Context: an optimization exercise on an open-source flow, tuned for small area, a short achievable clock period and few clock cycles per item. The choices shown serve that exercise and are no tape-out recipe.
RTL that was checked went through simulation tests only; none was proved equivalent to the original.

==> exp/delta <==
==> flow/design.v <==
package muldiv_pkg;
  localparam int unsigned XLEN = 32;
  localparam logic [2:0] S_IDLE  = 3'd0;   
  localparam logic [2:0] S_MUL   = 3'd1;   
  localparam logic [2:0] S_DNORM = 3'd2;   
  localparam logic [2:0] S_DIV   = 3'd3;   
  localparam logic [2:0] S_DFIX  = 3'd4;   
endpackage
module div_step (
  input  logic [32:0] r,
  input  logic [33:0] x,
  input  logic        cin,
  input  logic        rneg,
  output logic [32:0] r_out,
  output logic        q
);
  logic [33:0] sum;
  assign sum   = {r[32], r} + x + {33'd0, cin};
  assign q     = rneg ? (sum[33] | (sum == 34'd0)) : ~sum[33];
  assign r_out = q ? sum[32:0] : r;
endmodule
import muldiv_pkg::*;
module muldiv_ctrl (
  input  logic            clk,
  input  logic            resetn,
  input  logic            op_valid,
  input  logic [1:0]      mult,
  input  logic [1:0]      div,
  input  logic [1:0]      mfhl,
  input  logic [1:0]      mthl,
  input  logic [XLEN-1:0] src_a,
  input  logic [XLEN-1:0] src_b,
  input  logic            flush,
  output logic            stall,
  output logic            busy,
  output logic [XLEN-1:0] hi,
  output logic [XLEN-1:0] lo,
  output logic [XLEN-1:0] mf_data
);
  logic [2:0]  state;
  logic [4:0]  cnt, lim;
  logic [32:0] R;         
  logic [31:0] Q;         
  logic [33:0] X;         
  logic        dsub;      
  logic        rneg;      
  logic        qneg;      
  logic        msgn;      
  logic [1:0]  mlen;      
  logic any_op, accept;
  assign any_op  = |{mult, div, mfhl, mthl};
  assign busy    = (state != S_IDLE);
  assign stall   = op_valid & any_op & busy & ~flush;
  assign accept  = op_valid & ~busy & ~flush;
  assign mf_data = mfhl[1] ? hi : lo;
  function automatic [1:0] blen;
    input [31:0] x;
    input        sg;
    begin
      if (sg && x[31])
        blen = (&x[31:7])  ? 2'd0 :
               (&x[31:15]) ? 2'd1 :
               (&x[31:23]) ? 2'd2 : 2'd3;
      else
        blen = (~|x[31:8])  ? 2'd0 :
               (~|x[31:16]) ? 2'd1 :
               (~|x[31:24]) ? 2'd2 : 2'd3;
    end
  endfunction
  function automatic [5:0] bitlen;
    input [31:0] x;
    integer i;
    begin
      bitlen = 6'd0;
      for (i = 0; i < 32; i = i + 1)
        if (x[i]) bitlen = 6'(i + 1);
    end
  endfunction
  logic        msg, dsg, sa, sb;
  logic [1:0]  la, lb;
  logic        swap;
  logic [31:0] m_op, x_op;
  logic [31:0] a_mag, b_mag;    
  logic [31:0] a_smear;
  logic        div_zero_q;
  logic [5:0]  na, nb;
  logic [5:0]  shd;
  assign msg = mult[0];
  assign dsg = div[0];
  assign la  = blen(src_a, msg);
  assign lb  = blen(src_b, msg);
  assign swap = (la < lb);
  assign m_op = swap ? src_a : src_b;
  assign x_op = swap ? src_b : src_a;
  assign sa = dsg & src_a[31];
  assign sb = dsg & src_b[31];
  assign a_mag = sa ? {~src_a[30:0], 1'b1} : src_a;
  assign b_mag = sb ? (~src_b | 32'd1) : src_b;
  always_comb begin
    a_smear = a_mag;
    a_smear = a_smear | (a_smear >> 1);
    a_smear = a_smear | (a_smear >> 2);
    a_smear = a_smear | (a_smear >> 4);
    a_smear = a_smear | (a_smear >> 8);
    a_smear = a_smear | (a_smear >> 16);
  end
  assign div_zero_q = |(b_mag & ~a_smear);
  assign na  = bitlen(a_mag);
  assign nb  = bitlen(b_mag);
  assign shd = na - nb;
  logic        m_last, neg3;
  logic [36:0] xe, r0, r1, r2, r3, msum;
  logic [32:0] m_rn;
  logic [31:0] m_qn;
  logic [64:0] m_p;
  logic [31:0] m_hi, m_lo;
  assign m_last = (cnt == lim);
  assign neg3   = msgn & m_last;
  assign xe     = {{3{X[33]}}, X};
  assign r0     = Q[0] ? xe : 37'd0;
  assign r1     = Q[1] ? {xe[35:0], 1'b0} : 37'd0;
  assign r2     = Q[2] ? {xe[34:0], 2'b0} : 37'd0;
  assign r3     = Q[3] ? ({xe[33:0], 3'b0} ^ {37{neg3}}) : 37'd0;
  assign msum   = {{4{R[32]}}, R} + r0 + r1 + r2 + r3 + {36'd0, Q[3] & neg3};
  assign m_rn   = msum[36:4];
  assign m_qn   = {msum[3:0], Q[31:4]};
  assign m_p    = {m_rn, m_qn};
  always_comb begin
    case (mlen)
      2'd3:    {m_hi, m_lo} = m_p[63:0];
      2'd2:    {m_hi, m_lo} = {{7{m_p[64]}},  m_p[64:8]};
      2'd1:    {m_hi, m_lo} = {{15{m_p[64]}}, m_p[64:16]};
      default: {m_hi, m_lo} = {{23{m_p[64]}}, m_p[64:24]};
    endcase
  end
  logic [32:0] d_rn;
  logic        d_q;
  logic [31:0] d_qn;
  logic [33:0] x_norm;
  div_step u_div_step (
    .r    (R),
    .x    (X),
    .cin  (dsub),
    .rneg (rneg),
    .r_out(d_rn),
    .q    (d_q)
  );
  assign d_qn   = {Q[30:0], d_q};
  assign x_norm = (X << lim) ^ {34{dsub}};
  always_ff @(posedge clk or negedge resetn) begin
    if (!resetn) begin
      state <= S_IDLE;
      hi    <= '0;
      lo    <= '0;
    end else begin
      if (flush) begin
        state <= S_IDLE;
      end else begin
        case (state)
          S_IDLE: if (accept) begin
            if (mthl[1]) hi <= src_a;
            if (mthl[0]) lo <= src_a;
            if (|mult) state <= S_MUL;
            if ((|div) && (src_b != 32'd0)) begin
              if (div_zero_q) begin
                hi <= src_a;
                lo <= 32'd0;
              end else begin
                state <= S_DNORM;
              end
            end
          end
          S_MUL: if (m_last) begin
            hi    <= m_hi;
            lo    <= m_lo;
            state <= S_IDLE;
          end
          S_DNORM: state <= S_DIV;
          S_DIV: if (cnt == lim) begin
            if (qneg) begin
              state <= S_DFIX;
            end else begin
              hi    <= d_rn[31:0];
              lo    <= d_qn;
              state <= S_IDLE;
            end
          end
          S_DFIX: begin
            hi    <= R[31:0];
            lo    <= -Q;
            state <= S_IDLE;
          end
          default: state <= S_IDLE;
        endcase
      end
    end
  end
  always_ff @(posedge clk) begin
    if (state == S_IDLE) begin
      cnt <= 5'd0;
      if (|mult) begin
        R    <= 33'd0;
        Q    <= m_op;
        X    <= {{2{msg & x_op[31]}}, x_op};
        msgn <= msg & m_op[31];
        mlen <= swap ? la : lb;
        lim  <= {(swap ? la : lb), 1'b1};
      end else begin
        R    <= {sa, src_a};
        Q    <= 32'd0;
        X    <= {{2{sb}}, src_b};
        dsub <= (sa == sb);
        rneg <= sa;
        qneg <= sa ^ sb;
        lim  <= shd[4:0];
      end
    end else if (state == S_MUL) begin
      cnt <= cnt + 5'd1;
      R   <= m_rn;
      Q   <= m_qn;
    end else if (state == S_DNORM) begin
      X   <= x_norm;
    end else if (state == S_DIV) begin
      cnt <= cnt + 5'd1;
      R   <= d_rn;
      Q   <= d_qn;
      X   <= {X[33], X[33:1]};
    end
  end
endmodule
==> flow/run.sh <==
#!/bin/bash
# synth_recipe.tcl (not shown) runs the flow's synth.tcl, then flattens the netlist and writes it again
# the make line also repeats each setting of config.mk as NAME=value (left out here)
make -C /OpenROAD-flow-scripts/flow DESIGN_CONFIG=/design/flow/config.mk WORK_HOME=/design/flow/orfs CLKGATE_MAP_FILE= SYNTH_SCRIPT=/design/flow/synth_recipe.tcl finish
==> flow/config.mk <==
export PLATFORM = sky130hd
export DESIGN_NAME = muldiv_ctrl
export DESIGN_NICKNAME = muldiv_ctrl
export VERILOG_FILES = /design/flow/design.v
export SDC_FILE = /design/flow/constraint.sdc
export NUM_CORES = 4
export LEC_CHECK = 0
export CAP_MARGIN = 20
export CORE_MARGIN = 2
export CORE_UTILIZATION = 40
export SLEW_MARGIN = 20
==> flow/constraint.sdc <==
create_clock -name core_clock -period 10.0 [get_ports {clk}]
set_input_delay 2.0000 -clock core_clock [delete_from_list [all_inputs] [get_ports {clk}]]
set_output_delay 2.0000 -clock core_clock [all_outputs]
set_load 0.01 [all_outputs]
==> exp/garnet (differences from exp/delta) <==
--- a/flow/design.v
+++ b/flow/design.v
@@ -12,2 +12,3 @@
   input  logic        cin,
+  input  logic [36:0] sum,
   input  logic        rneg,
@@ -16,5 +17,9 @@
 );
-  logic [33:0] sum;
-  assign sum   = {r[32], r} + x + {33'd0, cin};
-  assign q     = rneg ? (sum[33] | (sum == 34'd0)) : ~sum[33];
+  logic [33:0] ra, t, g;
+  logic        zero;
+  assign ra   = {r[32], r};
+  assign t    = ra ^ x;
+  assign g    = {ra[32:0] | x[32:0], cin};
+  assign zero = (t == g);
+  assign q     = rneg ? (sum[36] | zero) : ~sum[36];
   assign r_out = q ? sum[32:0] : r;
@@ -40,3 +45,3 @@
   logic [2:0]  state;
-  logic [4:0]  cnt, lim;
+  logic [4:0]  cnt;       
   logic [32:0] R;         
@@ -110,3 +115,4 @@
   assign shd = na - nb;
-  logic        m_last, neg3;
+  logic        m_last, neg3, in_div, cin;
+  logic [3:0]  nib;
   logic [36:0] xe, r0, r1, r2, r3, msum;
@@ -116,10 +122,13 @@
   logic [31:0] m_hi, m_lo;
-  assign m_last = (cnt == lim);
-  assign neg3   = msgn & m_last;
+  assign m_last = (cnt == 5'd0);
+  assign in_div = (state == S_DIV);
+  assign neg3   = msgn & m_last & ~in_div;
+  assign nib    = in_div ? 4'b0001 : Q[3:0];
+  assign cin    = in_div ? dsub : (Q[3] & neg3);
   assign xe     = {{3{X[33]}}, X};
-  assign r0     = Q[0] ? xe : 37'd0;
-  assign r1     = Q[1] ? {xe[35:0], 1'b0} : 37'd0;
-  assign r2     = Q[2] ? {xe[34:0], 2'b0} : 37'd0;
-  assign r3     = Q[3] ? ({xe[33:0], 3'b0} ^ {37{neg3}}) : 37'd0;
-  assign msum   = {{4{R[32]}}, R} + r0 + r1 + r2 + r3 + {36'd0, Q[3] & neg3};
+  assign r0     = nib[0] ? xe : 37'd0;
+  assign r1     = nib[1] ? {xe[35:0], 1'b0} : 37'd0;
+  assign r2     = nib[2] ? {xe[34:0], 2'b0} : 37'd0;
+  assign r3     = nib[3] ? ({xe[33:0], 3'b0} ^ {37{neg3}}) : 37'd0;
+  assign msum   = {{4{R[32]}}, R} + r0 + r1 + r2 + r3 + {36'd0, cin};
   assign m_rn   = msum[36:4];
@@ -143,2 +152,3 @@
     .cin  (dsub),
+    .sum  (msum),
     .rneg (rneg),
@@ -148,3 +158,3 @@
   assign d_qn   = {Q[30:0], d_q};
-  assign x_norm = (X << lim) ^ {34{dsub}};
+  assign x_norm = (X << cnt) ^ {34{dsub}};
   always_ff @(posedge clk or negedge resetn) begin
@@ -178,3 +188,3 @@
           S_DNORM: state <= S_DIV;
-          S_DIV: if (cnt == lim) begin
+          S_DIV: if (m_last) begin
             if (qneg) begin
@@ -199,3 +209,2 @@
     if (state == S_IDLE) begin
-      cnt <= 5'd0;
       if (|mult) begin
@@ -206,3 +215,3 @@
         mlen <= swap ? la : lb;
-        lim  <= {(swap ? la : lb), 1'b1};
+        cnt  <= {(swap ? la : lb), 1'b1};
       end else begin
@@ -214,6 +223,6 @@
         qneg <= sa ^ sb;
-        lim  <= shd[4:0];
+        cnt  <= shd[4:0];
       end
     end else if (state == S_MUL) begin
-      cnt <= cnt + 5'd1;
+      cnt <= cnt - 5'd1;
       R   <= m_rn;
@@ -223,3 +232,3 @@
     end else if (state == S_DIV) begin
-      cnt <= cnt + 5'd1;
+      cnt <= cnt - 5'd1;
       R   <= d_rn;
==> flow/flow/run.sh (new file) <==
#!/bin/bash
# Layout: the standard flow (standard.sh), with two resizer settings changed:
# MATCH_CELL_FOOTPRINT=0 lets sizing pick any drive strength of a cell, and the
# port buffers are plain buffers (buf_2) instead of delay cells.  Every port
# still gets its buffer.  The full make output goes to standard_flow.log.
set -euo pipefail
bash standard.sh MATCH_CELL_FOOTPRINT=0 "BUFFER_PORTS_ARGS=-buffer_cell sky130_fd_sc_hd__buf_2" finish > standard_flow.log 2>&1
==> flow/standard.sh (new file) <==
#!/bin/bash
# synth_recipe.tcl (not shown) runs the flow's synth.tcl, then flattens the netlist and writes it again
# the make line also repeats each setting of config.mk as NAME=value (left out here)
make -C /OpenROAD-flow-scripts/flow DESIGN_CONFIG=/design/flow/config.mk WORK_HOME=/design/flow/orfs CLKGATE_MAP_FILE= SYNTH_SCRIPT=/design/flow/synth_recipe.tcl "${@:-finish}"
Settings changed: ABC_AREA from default to 1, SETUP_SLACK_MARGIN from default to 4.
removed: flow/run.sh
==> exp/umber (differences from exp/delta) <==
--- a/flow/design.v
+++ b/flow/design.v
@@ -2,7 +2,6 @@
   localparam int unsigned XLEN = 32;
-  localparam logic [2:0] S_IDLE  = 3'd0;   
-  localparam logic [2:0] S_MUL   = 3'd1;   
-  localparam logic [2:0] S_DNORM = 3'd2;   
-  localparam logic [2:0] S_DIV   = 3'd3;   
-  localparam logic [2:0] S_DFIX  = 3'd4;   
+  localparam int unsigned P_MUL   = 0;   
+  localparam int unsigned P_DNORM = 1;   
+  localparam int unsigned P_DIV   = 2;   
+  localparam int unsigned P_DFIX  = 3;   
 endpackage
@@ -12,2 +11,3 @@
   input  logic        cin,
+  input  logic [36:0] sum,
   input  logic        rneg,
@@ -16,5 +16,9 @@
 );
-  logic [33:0] sum;
-  assign sum   = {r[32], r} + x + {33'd0, cin};
-  assign q     = rneg ? (sum[33] | (sum == 34'd0)) : ~sum[33];
+  logic [33:0] ra, t, g;
+  logic        zero;
+  assign ra   = {r[32], r};
+  assign t    = ra ^ x;
+  assign g    = {ra[32:0] | x[32:0], cin};
+  assign zero = (t == g);
+  assign q     = rneg ? (sum[36] | zero) : ~sum[36];
   assign r_out = q ? sum[32:0] : r;
@@ -39,3 +43,4 @@
 );
-  logic [2:0]  state;
+  logic [3:0]  phase;     
+  logic        busy_q;
   logic [4:0]  cnt, lim;
@@ -49,7 +54,6 @@
   logic [1:0]  mlen;      
-  logic any_op, accept;
+  logic any_op;
   assign any_op  = |{mult, div, mfhl, mthl};
-  assign busy    = (state != S_IDLE);
-  assign stall   = op_valid & any_op & busy & ~flush;
-  assign accept  = op_valid & ~busy & ~flush;
+  assign busy    = busy_q;
+  assign stall   = op_valid & any_op & busy_q & ~flush;
   assign mf_data = mfhl[1] ? hi : lo;
@@ -110,3 +114,4 @@
   assign shd = na - nb;
-  logic        m_last, neg3;
+  logic        m_last, neg3, in_div, cin;
+  logic [3:0]  nib;
   logic [36:0] xe, r0, r1, r2, r3, msum;
@@ -117,9 +122,12 @@
   assign m_last = (cnt == lim);
-  assign neg3   = msgn & m_last;
+  assign in_div = phase[P_DIV];
+  assign neg3   = msgn & m_last & ~in_div;
+  assign nib    = in_div ? 4'b0001 : Q[3:0];
+  assign cin    = in_div ? dsub : (Q[3] & neg3);
   assign xe     = {{3{X[33]}}, X};
-  assign r0     = Q[0] ? xe : 37'd0;
-  assign r1     = Q[1] ? {xe[35:0], 1'b0} : 37'd0;
-  assign r2     = Q[2] ? {xe[34:0], 2'b0} : 37'd0;
-  assign r3     = Q[3] ? ({xe[33:0], 3'b0} ^ {37{neg3}}) : 37'd0;
-  assign msum   = {{4{R[32]}}, R} + r0 + r1 + r2 + r3 + {36'd0, Q[3] & neg3};
+  assign r0     = nib[0] ? xe : 37'd0;
+  assign r1     = nib[1] ? {xe[35:0], 1'b0} : 37'd0;
+  assign r2     = nib[2] ? {xe[34:0], 2'b0} : 37'd0;
+  assign r3     = nib[3] ? ({xe[33:0], 3'b0} ^ {37{neg3}}) : 37'd0;
+  assign msum   = {{4{R[32]}}, R} + r0 + r1 + r2 + r3 + {36'd0, cin};
   assign m_rn   = msum[36:4];
@@ -143,2 +151,3 @@
     .cin  (dsub),
+    .sum  (msum),
     .rneg (rneg),
@@ -151,45 +160,53 @@
     if (!resetn) begin
-      state <= S_IDLE;
-      hi    <= '0;
-      lo    <= '0;
+      phase  <= 4'd0;
+      busy_q <= 1'b0;
+      hi     <= '0;
+      lo     <= '0;
+    end else if (flush) begin
+      phase  <= 4'd0;
+      busy_q <= 1'b0;
+    end else if (!busy_q) begin
+      if (op_valid) begin
+        if (mthl[1]) hi <= src_a;
+        if (mthl[0]) lo <= src_a;
+        if (|mult) begin
+          phase[P_MUL] <= 1'b1;
+          busy_q       <= 1'b1;
+        end
+        if ((|div) && (src_b != 32'd0)) begin
+          if (div_zero_q) begin
+            hi <= src_a;
+            lo <= 32'd0;
+          end else begin
+            phase[P_DNORM] <= 1'b1;
+            busy_q         <= 1'b1;
+          end
+        end
+      end
     end else begin
-      if (flush) begin
-        state <= S_IDLE;
-      end else begin
-        case (state)
-          S_IDLE: if (accept) begin
-            if (mthl[1]) hi <= src_a;
-            if (mthl[0]) lo <= src_a;
-            if (|mult) state <= S_MUL;
-            if ((|div) && (src_b != 32'd0)) begin
-              if (div_zero_q) begin
-                hi <= src_a;
-                lo <= 32'd0;
-              end else begin
-                state <= S_DNORM;
-              end
-            end
-          end
-          S_MUL: if (m_last) begin
-            hi    <= m_hi;
-            lo    <= m_lo;
-            state <= S_IDLE;
-          end
-          S_DNORM: state <= S_DIV;
-          S_DIV: if (cnt == lim) begin
-            if (qneg) begin
-              state <= S_DFIX;
-            end else begin
-              hi    <= d_rn[31:0];
-              lo    <= d_qn;
-              state <= S_IDLE;
-            end
-          end
-          S_DFIX: begin
-            hi    <= R[31:0];
-            lo    <= -Q;
-            state <= S_IDLE;
-          end
-          default: state <= S_IDLE;
-        endcase
+      if (phase[P_MUL] && m_last) begin
+        hi           <= m_hi;
+        lo           <= m_lo;
+        phase[P_MUL] <= 1'b0;
+        busy_q       <= 1'b0;
+      end
+      if (phase[P_DNORM]) begin
+        phase[P_DNORM] <= 1'b0;
+        phase[P_DIV]   <= 1'b1;
+      end
+      if (phase[P_DIV] && (cnt == lim)) begin
+        phase[P_DIV] <= 1'b0;
+        if (qneg) begin
+          phase[P_DFIX] <= 1'b1;
+        end else begin
+          hi     <= d_rn[31:0];
+          lo     <= d_qn;
+          busy_q <= 1'b0;
+        end
+      end
+      if (phase[P_DFIX]) begin
+        hi            <= R[31:0];
+        lo            <= -Q;
+        phase[P_DFIX] <= 1'b0;
+        busy_q        <= 1'b0;
       end
@@ -198,3 +215,3 @@
   always_ff @(posedge clk) begin
-    if (state == S_IDLE) begin
+    if (!busy_q) begin
       cnt <= 5'd0;
@@ -216,3 +233,3 @@
       end
-    end else if (state == S_MUL) begin
+    end else if (phase[P_MUL]) begin
       cnt <= cnt + 5'd1;
@@ -220,5 +237,5 @@
       Q   <= m_qn;
-    end else if (state == S_DNORM) begin
+    end else if (phase[P_DNORM]) begin
       X   <= x_norm;
-    end else if (state == S_DIV) begin
+    end else if (phase[P_DIV]) begin
       cnt <= cnt + 5'd1;
Settings changed: SETUP_SLACK_MARGIN from default to 4.
==> impl_metrics.yaml <==
run_status:
  status: "finished clean"
cells_and_area:
  nFlopsAndLatches: 184
hold_path:
  min_from: "lo[16]"
drt:
  wl_met2_um: 54730
That was exp/umber.
==> impl_metrics.yaml <==
run_status:
  status: "finished clean"
synth:
  yosys-top-cells-area: "edfxtp_1 13%, fa_1 8.4%, dfrtp_1 6.6%"
cells_and_area:
  antenna-diode-count: 0
  multi_input_area_um2: 19100
  nFlopsAndLatches: 182
drt:
  wl_met2_um: 49410
clock_tree:
  postCtsHoldBufs: 0
floorplanning:
  taps: 846
hold_path:
  min_from: "qneg"
That was exp/delta.
==> impl_metrics.yaml <==
run_status:
  status: "finished clean"
drt:
  postRouteAntennaNets: 0
  firstDrtPassIters: 6
synth:
  yosys-top-cells-area: "edfxtp_1 14%, nand2_1 12%, o21ai_0 10%"
cells_and_area:
  nFlopsAndLatches: 177
  multi_input_area_share_pct: 62.43
  sh_seq_area_pct: 18.82
  multi_input_cells: 2662
hold_path:
  min_from: "lo[12]"
sta:
  clock.fmax_ghz: 0.1709
worst_setup_path:
  crit_start: "state[2]"
That was exp/garnet.
Testbench counts of exp/delta, summed over its fixed seeds: cycles 13,461, items 4,800.
Testbench counts of exp/garnet, summed over its fixed seeds: cycles 13,461, items 4,800.
The RTL of exp/umber was laid out without a check of its function.

## afterwards: timing with drivers on the ports
The results above use ideal ports. As a check the final layouts listed here were re-extracted and re-timed, cells and wires unchanged.
Step 1 assumes that a clkbuf_16 drives the clock port and a buf_2 every other input.
Step 2 moves the port delays by t, midway between the first and last clock arrival at a register: inputs arrive t later, outputs are due t later. That takes back most of the time a late clock gives input paths.
a / b / c = no drivers / after step 1 / after step 2; a / b = the first two.
run	t, ns	setup WS [ns]	pins driven straight from the clock port
exp/delta	0.556	2.968 / 2.968 / 2.603	1
exp/garnet	0.573	4.148 / 4.148 / 3.722	1
exp/umber	0.574	3.792 / 3.835 / 3.261	1
After both steps setup and hold are still met in every run listed. For exp/umber, which loses most, drivers alone change the setup slack by +0.043 ns; drivers and shift together by -0.531 ns.
